What follows belongs to an exercise in optimizing a design on an open flow for small area and a short achievable clock period; a production flow would make more cautious choices.
RTL that was checked went through simulation tests only; none was proved equivalent to the original.
Power is estimated from default activity; no workload was simulated.

==> inputs of 10-02 <==
==> flow/design.v <==
`default_nettype none
package mem_stage_pkg;
    typedef logic [32-1:0] word_t;
    typedef logic [4-1:0]  lane_en_t;
    typedef logic [6+1:0] byte_addr_t;
    typedef logic [6-1:0] word_addr_t;
    typedef logic [1:0]             lane_off_t;
    typedef enum logic [3:0] {
        MEM_NONE = 4'h0,
        MEM_SB   = 4'h1,
        MEM_SH   = 4'h2,
        MEM_SW   = 4'h3,
        MEM_LB   = 4'h4,
        MEM_LBU  = 4'h5,
        MEM_LH   = 4'h6,
        MEM_LHU  = 4'h7,
        MEM_LW   = 4'h8
    } mem_op_t;
    function automatic logic is_store(mem_op_t op);
        is_store = (op == MEM_SB) || (op == MEM_SH) || (op == MEM_SW);
    endfunction
    function automatic logic is_load(mem_op_t op);
        is_load = (op == MEM_LB) || (op == MEM_LBU) || (op == MEM_LH) ||
               (op == MEM_LHU) || (op == MEM_LW);
    endfunction
endpackage
`default_nettype wire
`default_nettype none
module store_lane_align (
    input  mem_stage_pkg::mem_op_t   op,
    input  mem_stage_pkg::lane_off_t lane_off,
    input  mem_stage_pkg::word_t     wdata,
    output mem_stage_pkg::word_t     lane_data,
    output mem_stage_pkg::lane_en_t  lane_en,
    output logic                     misaligned,
    input  wire                      valid
);
    logic is_sb, is_sh, is_sw;
    logic half_op, word_op;
    assign is_sb = (op == mem_stage_pkg::MEM_SB);
    assign is_sh = (op == mem_stage_pkg::MEM_SH);
    assign is_sw = (op == mem_stage_pkg::MEM_SW);
    assign lane_data[7:0]   = wdata[7:0];
    assign lane_data[15:8]  = is_sb ? wdata[7:0] : wdata[15:8];
    assign lane_data[23:16] = is_sw ? wdata[23:16] : wdata[7:0];
    assign lane_data[31:24] = is_sw ? wdata[31:24] : (is_sh ? wdata[15:8] : wdata[7:0]);
    assign lane_en[0] = valid && (is_sw || (is_sh && !lane_off[1]) || (is_sb && lane_off == 2'd0));
    assign lane_en[1] = valid && (is_sw || (is_sh && !lane_off[1]) || (is_sb && lane_off == 2'd1));
    assign lane_en[2] = valid && (is_sw || (is_sh &&  lane_off[1]) || (is_sb && lane_off == 2'd2));
    assign lane_en[3] = valid && (is_sw || (is_sh &&  lane_off[1]) || (is_sb && lane_off == 2'd3));
    assign half_op = (op == mem_stage_pkg::MEM_SH) || (op == mem_stage_pkg::MEM_LH) || (op == mem_stage_pkg::MEM_LHU);
    assign word_op = (op == mem_stage_pkg::MEM_SW) || (op == mem_stage_pkg::MEM_LW);
    assign misaligned = valid && ((half_op && lane_off[0]) ||
                                  (word_op && (lane_off != 2'b00)));
endmodule
`default_nettype wire
`default_nettype none
module data_ram (
    input  wire                       clk,
    input  mem_stage_pkg::word_addr_t word_addr,
    input  mem_stage_pkg::word_t      lane_data,
    input  mem_stage_pkg::lane_en_t   lane_en,
    output mem_stage_pkg::word_t      rd_word
);
    localparam int DEPTH  = 1 << 6;
    localparam int LANE_W = 32 / 4;
    mem_stage_pkg::word_t mem [DEPTH];
    logic [DEPTH-1:0]     wsel;
    logic [7:0] sel_hi, sel_lo;
    always_comb begin
        for (int i = 0; i < 8; i++) begin
            sel_hi[i] = (word_addr[5:3] == i[2:0]);
            sel_lo[i] = (word_addr[2:0] == i[2:0]);
        end
        for (int w = 0; w < DEPTH; w++) begin
            wsel[w] = sel_hi[w / 8] && sel_lo[w % 8];
        end
    end
    for (genvar w = 0; w < DEPTH; w++) begin : g_word
        for (genvar l = 0; l < 4; l++) begin : g_lane
            always_ff @(posedge clk) begin
                if (wsel[w] && lane_en[l]) begin
                    mem[w][LANE_W*l +: LANE_W] <= lane_data[LANE_W*l +: LANE_W];
                end
            end
        end
    end
    always_comb begin
        rd_word = '0;
        for (int w = 0; w < DEPTH; w++) begin
            rd_word = rd_word | (mem[w] & {32{wsel[w]}});
        end
    end
endmodule
`default_nettype wire
`default_nettype none
module load_lane_extract (
    input  wire                      clk,
    input  wire                      rst_n,
    input  wire                      valid,
    input  mem_stage_pkg::mem_op_t   op,
    input  mem_stage_pkg::lane_off_t lane_off,
    input  mem_stage_pkg::word_t     rd_word,
    output mem_stage_pkg::word_t     rdata,
    output logic                     rdata_valid
);
    logic                 pending;
    logic                 is_word, is_half, is_byte;
    logic [3:0]           b0_sel;    
    logic [3:0]           sgn_sel;   
    logic                 b1_lane1, b1_lane3, b1_sign;
    logic [3:0]           msb;
    logic                 sign;
    logic [7:0]           byte0;
    mem_stage_pkg::word_t result;
    always_ff @(posedge clk) begin
        if (!rst_n) begin
            pending <= 1'b0;
        end else begin
            pending <= valid && ((op == mem_stage_pkg::MEM_LB) || (op == mem_stage_pkg::MEM_LBU) ||
                                 (op == mem_stage_pkg::MEM_LH) || (op == mem_stage_pkg::MEM_LHU) ||
                                 (op == mem_stage_pkg::MEM_LW));
        end
    end
    assign rdata_valid = pending;
    assign is_word = op[3];
    assign is_half = !op[3] && op[1];
    assign is_byte = !op[3] && !op[1];
    always_comb begin
        for (int k = 0; k < 4; k++) begin
            b0_sel[k]  = (is_word && k == 0) ||
                         (is_half && k == {lane_off[1], 1'b0}) ||
                         (is_byte && k == lane_off);
            sgn_sel[k] = !op[0] &&
                         ((is_half && k == {lane_off[1], 1'b1}) ||
                          (is_byte && k == lane_off));
        end
    end
    assign b1_lane1 = is_word || (is_half && !lane_off[1]);
    assign b1_lane3 = is_half && lane_off[1];
    assign b1_sign  = is_byte;
    assign msb  = {rd_word[31], rd_word[23], rd_word[15], rd_word[7]};
    assign sign = |(sgn_sel & msb);
    assign byte0 = ({8{b0_sel[0]}} & rd_word[7:0])   |
                   ({8{b0_sel[1]}} & rd_word[15:8])  |
                   ({8{b0_sel[2]}} & rd_word[23:16]) |
                   ({8{b0_sel[3]}} & rd_word[31:24]);
    assign result[7:0]   = byte0;
    assign result[15:8]  = ({8{b1_lane1}} & rd_word[15:8]) |
                           ({8{b1_lane3}} & rd_word[31:24]) |
                           ({8{b1_sign}}  & {8{sign}});
    assign result[31:16] = is_word ? rd_word[31:16] : {16{sign}};
    always_ff @(posedge clk) begin
        rdata <= result;
    end
endmodule
`default_nettype wire
`default_nettype none
module mem_stage (
    input  wire                       clk,
    input  wire                       rst_n,
    input  wire                       valid,
    input  mem_stage_pkg::mem_op_t    op,
    input  mem_stage_pkg::byte_addr_t addr,
    input  mem_stage_pkg::word_t      wdata,
    output mem_stage_pkg::word_t      rdata,
    output logic                      rdata_valid,
    output logic                      misaligned
);
    mem_stage_pkg::word_addr_t word_addr;
    mem_stage_pkg::lane_off_t  lane_off;
    mem_stage_pkg::word_t      lane_data;
    mem_stage_pkg::lane_en_t   lane_en;
    mem_stage_pkg::word_t      rd_word;
    assign word_addr = addr[6+1:2];
    assign lane_off  = addr[1:0];
    store_lane_align u_store_align (
        .op         (op),
        .lane_off   (lane_off),
        .wdata      (wdata),
        .lane_data  (lane_data),
        .lane_en    (lane_en),
        .misaligned (misaligned),
        .valid      (valid)
    );
    data_ram u_ram (
        .clk       (clk),
        .word_addr (word_addr),
        .lane_data (lane_data),
        .lane_en   (lane_en),
        .rd_word   (rd_word)
    );
    load_lane_extract u_load_extract (
        .clk         (clk),
        .rst_n       (rst_n),
        .valid       (valid),
        .op          (op),
        .lane_off    (lane_off),
        .rd_word     (rd_word),
        .rdata       (rdata),
        .rdata_valid (rdata_valid)
    );
endmodule
`default_nettype wire
==> flow/flow/run.sh <==
#!/bin/bash
# Standard ORFS layout (standard synthesis) with these changes:
# - the resizer may swap a cell for one with a different footprint, so the
#   port buffers and other cells can be sized freely;
# - port buffers start as buf_2;
# - the pins of the misaligned check sit together (flow/io.tcl);
# - clock tree sinks are clustered in larger groups with smaller buffers,
#   and no dummy loads are added.
set -euo pipefail
bash standard.sh synth > synth.log 2>&1
bash standard.sh MATCH_CELL_FOOTPRINT=0 \
  "BUFFER_PORTS_ARGS=-buffer_cell sky130_fd_sc_hd__buf_2" \
  "PRE_IO_PLACEMENT_TCL=$PWD/flow/io.tcl" \
  "CTS_ARGS=-sink_clustering_enable -repair_clock_nets -sink_clustering_size 16 -sink_clustering_max_diameter 50 -dont_use_dummy_load -buf_list {sky130_fd_sc_hd__clkbuf_4 sky130_fd_sc_hd__clkbuf_8}" \
  finish > layout.log 2>&1
==> flow/flow/io.tcl <==
# Keep the pins of the combinational alignment check together, so that
# the input-to-output path of misaligned stays short.
set_io_pin_constraint -group -order -pin_names {op[3] op[2] op[1] op[0] valid addr[1] addr[0] misaligned}
==> flow/standard.sh <==
#!/bin/bash
# synth_recipe.tcl (not shown) runs the flow's synth.tcl, then flattens the netlist and writes it again
# the make line also repeats each setting of config.mk as NAME=value (left out here)
make -C /OpenROAD-flow-scripts/flow DESIGN_CONFIG=/design/flow/config.mk WORK_HOME=/design/flow/orfs CLKGATE_MAP_FILE= SYNTH_SCRIPT=/design/flow/synth_recipe.tcl "${@:-finish}"
==> flow/config.mk <==
export PLATFORM = sky130hd
export DESIGN_NAME = mem_stage
export DESIGN_NICKNAME = mem_stage
export VERILOG_FILES = /design/flow/design.v
export SDC_FILE = /design/flow/constraint.sdc
export NUM_CORES = 4
export LEC_CHECK = 0
export CAP_MARGIN = 20
export CORE_MARGIN = 2
export CORE_UTILIZATION = 62
export SETUP_SLACK_MARGIN = 2.6
export SLEW_MARGIN = 20
==> flow/constraint.sdc <==
create_clock -name core_clock -period 5.5 [get_ports {clk}]
set_input_delay 1.1000 -clock core_clock [delete_from_list [all_inputs] [get_ports {clk}]]
set_output_delay 1.1000 -clock core_clock [all_outputs]
set_load 0.01 [all_outputs]
==> 06-28 (differences from 10-02) <==
==> flow/design.v, changed modules only <==
module data_ram (
    input  wire                       clk,
    input  mem_stage_pkg::word_addr_t word_addr,
    input  mem_stage_pkg::word_t      lane_data,
    input  mem_stage_pkg::lane_en_t   lane_en,
    output mem_stage_pkg::word_t      rd_word
);
    localparam int DEPTH  = 1 << 6;
    localparam int LANE_W = 32 / 4;
    mem_stage_pkg::word_t mem [DEPTH];
    logic [DEPTH-1:0]     wsel;
    mem_stage_pkg::word_t rd_comb;
    always_comb begin
        for (int w = 0; w < DEPTH; w++) begin
            wsel[w] = (word_addr == w[6-1:0]);
        end
    end
    for (genvar w = 0; w < DEPTH; w++) begin : g_word
        for (genvar l = 0; l < 4; l++) begin : g_lane
            always_ff @(posedge clk) begin
                if (wsel[w] && lane_en[l]) begin
                    mem[w][LANE_W*l +: LANE_W] <= lane_data[LANE_W*l +: LANE_W];
                end
            end
        end
    end
    always_comb begin
        rd_comb = '0;
        for (int w = 0; w < DEPTH; w++) begin
            rd_comb = rd_comb | (mem[w] & {32{wsel[w]}});
        end
    end
    always_ff @(posedge clk) begin
        rd_word <= rd_comb;
    end
endmodule
module load_lane_extract (
    input  wire                      clk,
    input  wire                      rst_n,
    input  wire                      valid,
    input  mem_stage_pkg::mem_op_t   op,
    input  mem_stage_pkg::lane_off_t lane_off,
    input  mem_stage_pkg::word_t     rd_word,
    output mem_stage_pkg::word_t     rdata,
    output logic                     rdata_valid
);
    logic       pending;
    logic       word_q, half_q, uns_q;
    logic [1:0] off_q;
    logic [7:0] sel_byte;
    logic [15:0] sel_half;
    logic       sign;
    always_ff @(posedge clk) begin
        if (!rst_n) begin
            pending <= 1'b0;
        end else begin
            pending <= valid && ((op == mem_stage_pkg::MEM_LB) || (op == mem_stage_pkg::MEM_LBU) ||
                                 (op == mem_stage_pkg::MEM_LH) || (op == mem_stage_pkg::MEM_LHU) ||
                                 (op == mem_stage_pkg::MEM_LW));
        end
    end
    always_ff @(posedge clk) begin
        word_q <= op[3];
        half_q <= op[1];
        uns_q  <= op[0];
        off_q  <= lane_off;
    end
    assign rdata_valid = pending;
    always_comb begin
        case (off_q)
            2'b00:   sel_byte = rd_word[7:0];
            2'b01:   sel_byte = rd_word[15:8];
            2'b10:   sel_byte = rd_word[23:16];
            default: sel_byte = rd_word[31:24];
        endcase
    end
    assign sel_half = off_q[1] ? rd_word[31:16] : rd_word[15:0];
    assign sign = !uns_q && (half_q ? sel_half[15] : sel_byte[7]);
    always_comb begin
        if (word_q) begin
            rdata = rd_word;
        end else if (half_q) begin
            rdata = {{16{sign}}, sel_half};
        end else begin
            rdata = {{24{sign}}, sel_byte};
        end
    end
endmodule
==> flow/run.sh (new file) <==
#!/bin/bash
# synth_recipe.tcl (not shown) runs the flow's synth.tcl, then flattens the netlist and writes it again
# the make line also repeats each setting of config.mk as NAME=value (left out here)
make -C /OpenROAD-flow-scripts/flow DESIGN_CONFIG=/design/flow/config.mk WORK_HOME=/design/flow/orfs CLKGATE_MAP_FILE= SYNTH_SCRIPT=/design/flow/synth_recipe.tcl finish
- CORE_UTILIZATION: 62 -> 40
- SETUP_SLACK_MARGIN: 2.6 -> 2.0
removed: flow/flow/run.sh
removed: flow/flow/io.tcl
removed: flow/standard.sh
==> 04-04 (differences from 10-02) <==
==> flow/run.sh (new file) <==
#!/bin/bash
# synth_recipe.tcl (not shown) runs the flow's synth.tcl, then flattens the netlist and writes it again
# the make line also repeats each setting of config.mk as NAME=value (left out here)
make -C /OpenROAD-flow-scripts/flow DESIGN_CONFIG=/design/flow/config.mk WORK_HOME=/design/flow/orfs CLKGATE_MAP_FILE= SYNTH_SCRIPT=/design/flow/synth_recipe.tcl finish
- CTS_BUF_LIST: unset -> sky130_fd_sc_hd__clkbuf_4 sky130_fd_sc_hd__clkbuf_8
- CTS_CLUSTER_DIAMETER: unset -> 50
- CTS_CLUSTER_SIZE: unset -> 16
- SETUP_SLACK_MARGIN: 2.6 -> 2.4
removed: flow/flow/run.sh
removed: flow/flow/io.tcl
removed: flow/standard.sh
==> reports/summary.txt <==
RUN STATUS
--------------------------------------------------------------------
Outcome                                                 complete, no violations

GRT
--------------------------------------------------------------------
Wire length of the first global-routing pass               466000 um
All-layer global routing usage                                 0.358

WORST SETUP PATH
--------------------------------------------------------------------
Levels on crit path                                                9
Kind of critical path                                   primary input to register

DRT
--------------------------------------------------------------------
Drt wl/cell                                                  46.4 um

FLOORPLAN
--------------------------------------------------------------------
Floorplan die area                                      198000 sq um
Width of the chip                                             445 um

PLACEMENT
--------------------------------------------------------------------
Routability congestion estimate from global placement           1.08

The numbers above come from 06-28.

==> reports/summary.txt <==
GRT
------------------------------------------------------------------------------------
All-layer global routing usage                                                 0.522
Wire length of the first global-routing pass                               431000 um

RUN STATUS
------------------------------------------------------------------------------------
Outcome                                                                 complete, no violations

FLOORPLAN
------------------------------------------------------------------------------------
Starting density of the core                                                   0.624
Width of the chip                                                             357 um
Floorplan die area                                                      127000 sq um

WORST SETUP PATH
------------------------------------------------------------------------------------
Kind of critical path                                                   primary input to output port
Levels on crit path                                                                6

YOSYS
------------------------------------------------------------------------------------
Proportion of synthesized flip-flops having asynchronous set or reset              0
Post-synthesis mux area share                                                0.00415
Top cells by area in the synthesized netlist                            edfxtp_1, a22oi_1, nand2_1

DRT
------------------------------------------------------------------------------------
Via count normalized by instance count                                          7.91

PLACEMENT
------------------------------------------------------------------------------------
Routability congestion estimate from global placement                           1.10

The numbers above come from 10-02.

==> reports/summary.txt <==
FLOORPLAN
--------------------------------------------------------------------
Width of the chip                                             357 um
Floorplan die area                                      127000 sq um

PWR
--------------------------------------------------------------------
Net load switching power                                     6.41 mW
Power in the clock group                                     9.06 mW

GRT
--------------------------------------------------------------------
All-layer global routing usage                                 0.508
Wire length of the first global-routing pass               420000 um

PLACEMENT
--------------------------------------------------------------------
Routability congestion estimate from global placement           1.11

WORST SETUP PATH
--------------------------------------------------------------------
Kind of critical path                                   primary input to register

DRT
--------------------------------------------------------------------
Drt wl/cell                                                  46.7 um

RUN STATUS
--------------------------------------------------------------------
Outcome                                                 complete, no violations

CELLS AND AREA
--------------------------------------------------------------------
Non-clock buffer count                                           668

The numbers above come from 04-04.

Function not checked in 06-28: the RTL went through the layout flow alone.

static timing again, ports no longer ideal:
The flow's constraints put no driver on any port. The routed layouts listed below were extracted and timed again, unchanged, in two steps. Step 1 sets driving cells, clkbuf_16 on the clock port and buf_2 on the other inputs (assumed; they add their load-dependent delay and slew). Step 2, shift: input delay + t, output delay - t, t = (earliest + latest rising clock arrival at the registers) / 2. This alone moves slack from input paths to output paths. Three values: ideal, step 1, step 2; two values: the first two.
run | shift t [ns] | setup slack, ns | hold slack, ns | worst slew at a driven data input, ns | pins driven straight from the clock port
10-02 | 1.020 | 2.461 / 2.292 / 1.272 | 0.385 / 0.318 / 0.809 | 0.34 | 1
06-28 | 0.979 | 1.829 / 1.748 / 0.917 | 0.572 / 0.572 / 0.572 | 0.05 | 1
04-04 | 1.047 | 2.192 / 2.151 / 1.104 | 0.463 / 0.422 / 0.820 | 0.19 | 1
After both steps setup and hold are still met in every run listed. For 10-02, which loses most, drivers alone change the setup slack by -0.169 ns; drivers and shift together by -1.189 ns.
